From an optimization exercise on the open Yosys and OpenROAD flow, aimed at small area; shortcuts taken in it are not production practice.
Function was checked by simulation only, so behaviour that the tests miss may differ from the original.

==> inputs of build 85 <==
## terrain_gen
module terrain_gen #(
    parameter logic [7:0] MIN_H         = 8'd80,
    parameter logic [7:0] MAX_H         = 8'd115,
    parameter logic [2:0] GROUND_COLOUR = 3'b010
) (
    input  logic       CLOCK_50,
    input  logic       resetn,
    input  logic       start,
    input  logic [7:0] seed,
    input  logic       query_valid,
    input  logic [7:0] query_x,
    output logic [7:0] height,
    output logic       height_valid,
    output logic       ready,
    output logic       busy,
    output logic [7:0] vga_x,
    output logic [6:0] vga_y,
    output logic [2:0] vga_colour,
    output logic       vga_plot
);
==> flow/config.mk <==
export PLATFORM = sky130hd
export DESIGN_NAME = terrain_gen
export DESIGN_NICKNAME = terrain_gen
export VERILOG_FILES = /design/flow/design.v
export SDC_FILE = /design/flow/constraint.sdc
export NUM_CORES = 4
export LEC_CHECK = 0
export CAP_MARGIN = 20
export CORE_MARGIN = 2
export CORE_UTILIZATION = 40
export CTS_BUF_LIST = sky130_fd_sc_hd__clkbuf_4
export CTS_CLUSTER_SIZE = 10
export GPL_TIMING_DRIVEN = 0
export SLEW_MARGIN = 20
==> flow/constraint.sdc <==
create_clock -name core_clock -period 10.0 [get_ports {CLOCK_50}]
set_input_delay 2.0000 -clock core_clock [delete_from_list [all_inputs] [get_ports {CLOCK_50}]]
set_output_delay 2.0000 -clock core_clock [all_outputs]
set_load 0.01 [all_outputs]
standard.sh (not shown) runs the stock make flow with config.mk's settings and CLKGATE_MAP_FILE= SYNTH_SCRIPT=/design/flow/synth_recipe.tcl, a recipe that flattens the netlist after the stock synthesis.
==> flow/flow/run.sh <==
#!/bin/bash
# Layout flow: the standard flow (standard.sh), with two changes:
#  - synthesis maps the logic with an area-oriented ABC script (flow/abc.script) instead of
#    ORFS's speed script; everything else in synthesis is the standard script (synth_recipe.tcl
#    steps: -nofsm -noshare, flatten, rename), so the registers are the standard ones;
#  - synthesis leaves adders to ABC (no full/half-adder cell extraction) and inserts no
#    buffers on pass-through wires (port buffering below gives every port its own buffer);
#  - port buffers use the smallest buffer (buf_1); every port still gets its buffer.
set -euo pipefail
HERE=$(pwd)
export MY_WORK=$HERE/flow_work
export MY_ABC_SCRIPT=$HERE/flow/abc.script
mkdir -p "$MY_WORK"
sed "s#SYNTH_SCRIPT=[^ ]*#SYNTH_SCRIPT=$HERE/flow/synth.tcl#" standard.sh > my_standard.sh
grep -q "SYNTH_SCRIPT=$HERE/flow/synth.tcl" my_standard.sh
export BUFFER_PORTS_ARGS="-buffer_cell sky130_fd_sc_hd__buf_1"
bash my_standard.sh ADDER_MAP_FILE= SYNTH_INSBUF=0 synth > synth.log 2>&1
bash my_standard.sh finish > layout.log 2>&1
==> flow/flow/abc.script <==
strash
dch -f
amap
==> flow/flow/synth.tcl <==
proc synth {args} { yosys synth -nofsm -noshare {*}$args }
set f [open $::env(SCRIPTS_DIR)/synth_preamble.tcl]; set pre [read $f]; close $f
set pre [string map [list {set abc_script $::env(SCRIPTS_DIR)/abc_speed.script} "set abc_script $::env(MY_ABC_SCRIPT)" {set abc_script $::env(SCRIPTS_DIR)/abc_area.script} "set abc_script $::env(MY_ABC_SCRIPT)"] $pre]
set f [open $::env(MY_WORK)/preamble_mod.tcl w]; puts $f $pre; close $f
set f [open $::env(SCRIPTS_DIR)/synth.tcl]; set txt [read $f]; close $f
set txt [string map [list {source $::env(SCRIPTS_DIR)/synth_preamble.tcl} "source $::env(MY_WORK)/preamble_mod.tcl"] $txt]
set f [open $::env(MY_WORK)/synth_mod.tcl w]; puts $f $txt; close $f
source $::env(MY_WORK)/synth_mod.tcl
# left out here: clear keep_hierarchy, flatten, clean up, hide names made inside functions, write 1_2_yosys.v
==> inputs of build 58, as changes to build 85 <==
--- a/flow/design.v
+++ b/flow/design.v
@@ -323,34 +323,19 @@
         c  = wrap;
         for (int i = 0; i < 6; i++) begin
             hsum[i] = r6[i] ^ acc_q[i] ^ c;
             c       = (r6[i] & acc_q[i]) | (c & (r6[i] ^ acc_q[i]));
         end
     end
     assign hpath = (op[7] & (op[6] | op[5])) ? 6'd56 : hsum;
     logic       hit1, hit2, searching;
-    logic [5:0] acc_step, acc_sum;
     assign hit1      = (pos_q == 8'hB2);
     assign hit2      = (pos_q == 8'h15);
     assign searching = s_gen && !found_q;
-    always_comb begin
-        if (!searching || hit1) acc_step = 6'd0;
-        else if (hit2)          acc_step = {{5{~pos_q[1] & ~pos_q[2]}}, ~(pos_q[1] ^ pos_q[2])};  
-        else case ({pos_q[3], pos_q[2], pos_q[1]})                                       
-            3'b000:  acc_step = 6'b111110;
-            3'b001,
-            3'b100:  acc_step = 6'b111111;
-            3'b101:  acc_step = 6'b000000;
-            3'b010:  acc_step = 6'b000000;
-            3'b011,
-            3'b110:  acc_step = 6'b000001;
-            default: acc_step = 6'b000010;
-        endcase
-    end
     logic       start_ok, col_end;
     assign start_ok = !state_q[1] && start;
     assign col_end  = (h_q == 6'd55);
     assign cnt_en   = s_gen || (s_draw && col_end);
     logic [5:0] h_inc;
     always_comb begin
         logic c;
         c = cnt_en;
@@ -358,28 +343,27 @@
             cnt_nx[i] = cnt_q[i] ^ c;
             c         = c & cnt_q[i];
         end
         c = 1'b1;
         for (int i = 0; i < 6; i++) begin
             h_inc[i] = h_q[i] ^ c;
             c        = c & h_q[i];
         end
-        c = 1'b0;
-        for (int i = 0; i < 6; i++) begin
-            acc_sum[i] = acc_q[i] ^ acc_step[i] ^ c;
-            c          = (acc_q[i] & acc_step[i]) | (c & (acc_q[i] ^ acc_step[i]));
-        end
     end
     always_comb begin
         state_d = state_q;
         hv_d    = s_ready && query_valid;
         cnt_d   = start_ok ? 8'd96 : cnt_nx;
-        h_d = (s_draw && !col_end) ? h_inc : hpath;
-        acc_d   = start_ok ? 6'd28 : acc_sum;
+        if (s_draw && !col_end) h_d = h_inc;
+        else if (s_gen)         h_d = 6'd33;
+        else                    h_d = hpath;
+        if (start_ok)                    acc_d = 6'd30;
+        else if (s_gen && cnt_q == 8'd255) acc_d = ~hsum;
+        else                             acc_d = acc_q;
         pos_d   = pos_q;
         found_d = found_q;
         if (start_ok) begin
             pos_d   = (seed == 8'h00) ? 8'h01 : seed;
             found_d = 1'b0;
         end else if (searching) begin
             if (hit1 || hit2) begin
                 found_d = 1'b1;
==> flow/flow/abc.script (replaced) <==
strash
balance -l
resub -K 6 -l
rewrite -l
resub -K 6 -N 2 -l
refactor -l
resub -K 8 -l
balance -l
resub -K 8 -N 2 -l
rewrite -l
resub -K 10 -l
rewrite -z -l
resub -K 10 -N 2 -l
balance -l
resub -K 12 -l
refactor -z -l
resub -K 12 -N 2 -l
rewrite -z -l
balance -l
dch -f
amap
CTS_BUF_LIST = sky130_fd_sc_hd__clkbuf_8   (was sky130_fd_sc_hd__clkbuf_4)
CTS_CLUSTER_DIAMETER = 300   (was not set)
CTS_CLUSTER_SIZE = 32   (was 10)
==> impl_metrics.py <==
metrics = {
    "layout": {
        "buffers": 50,
    },
    "clocking": {
        "clk_pin_slew_worst_paths_ns": 0.10,
        "clk_latency_ns": 0.33,
    },
    "synth": {
        "syn_area_um2": 2813,
        "synth_cell_type_count": 40,
    },
    "outcome": {
        "outcome": "no timing/DRC/antenna violations",
    },
    "route": {
        "num_vias": 3324,
    },
}
-- figures above: build 85

==> impl_metrics.py <==
metrics = {
    "layout": {
        "buffers": 46,
        "dominant_cells": "multi-input combinational cells",
        "final_cell_mix": "nor2_1, clkinv_1, o21ai_0, buf_1, nand2_1",
        "layout.nonclk_buf_frac": 0.05670,
    },
    "synth": {
        "synth_cell_type_count": 36,
        "yosys.area_share.simple": 0.3440,
        "syn_area_um2": 2659,
        "synth_edf_count": 8,
    },
    "worst_setup_path": {
        "worstPathArrival_ns": 8.82,
    },
    "clocking": {
        "clk_latency_ns": 0.28,
        "clk_pin_slew_worst_paths_ns": 0.07,
    },
    "outcome": {
        "outcome": "no timing/DRC/antenna violations",
    },
    "grt": {
        "overflow": 0,
    },
}
-- figures above: build 58

-- port drivers added, routing unchanged --
Ports are ideal in the flow. The routed layouts listed here were re-timed in OpenROAD. Step 1 (the two cells are an assumption about what drives the block):
set clk [get_ports {CLOCK_50}]
set_driving_cell -lib_cell sky130_fd_sc_hd__clkbuf_16 $clk
set_driving_cell -lib_cell sky130_fd_sc_hd__buf_2 [delete_from_list [all_inputs] $clk]
Step 2, shift: input delay + t, output delay - t, t = (earliest + latest rising clock arrival at the registers) / 2. This alone moves slack from input paths to output paths. Three values: no drivers, after step 1, after step 2; two values: the first two.
run | shift t [ns] | setup slack, ns | clock arrival spread, ns | slew at the worst register clock pin (ns)
build 85 | 0.351 | 1.155 / 1.155 / 1.155 | 0.016 / 0.015 | 0.10 / 0.10
build 58 | 0.306 | 1.336 / 1.336 / 1.336 | 0.010 / 0.010 | 0.07 / 0.07
After both steps setup and hold are still met in every run listed.
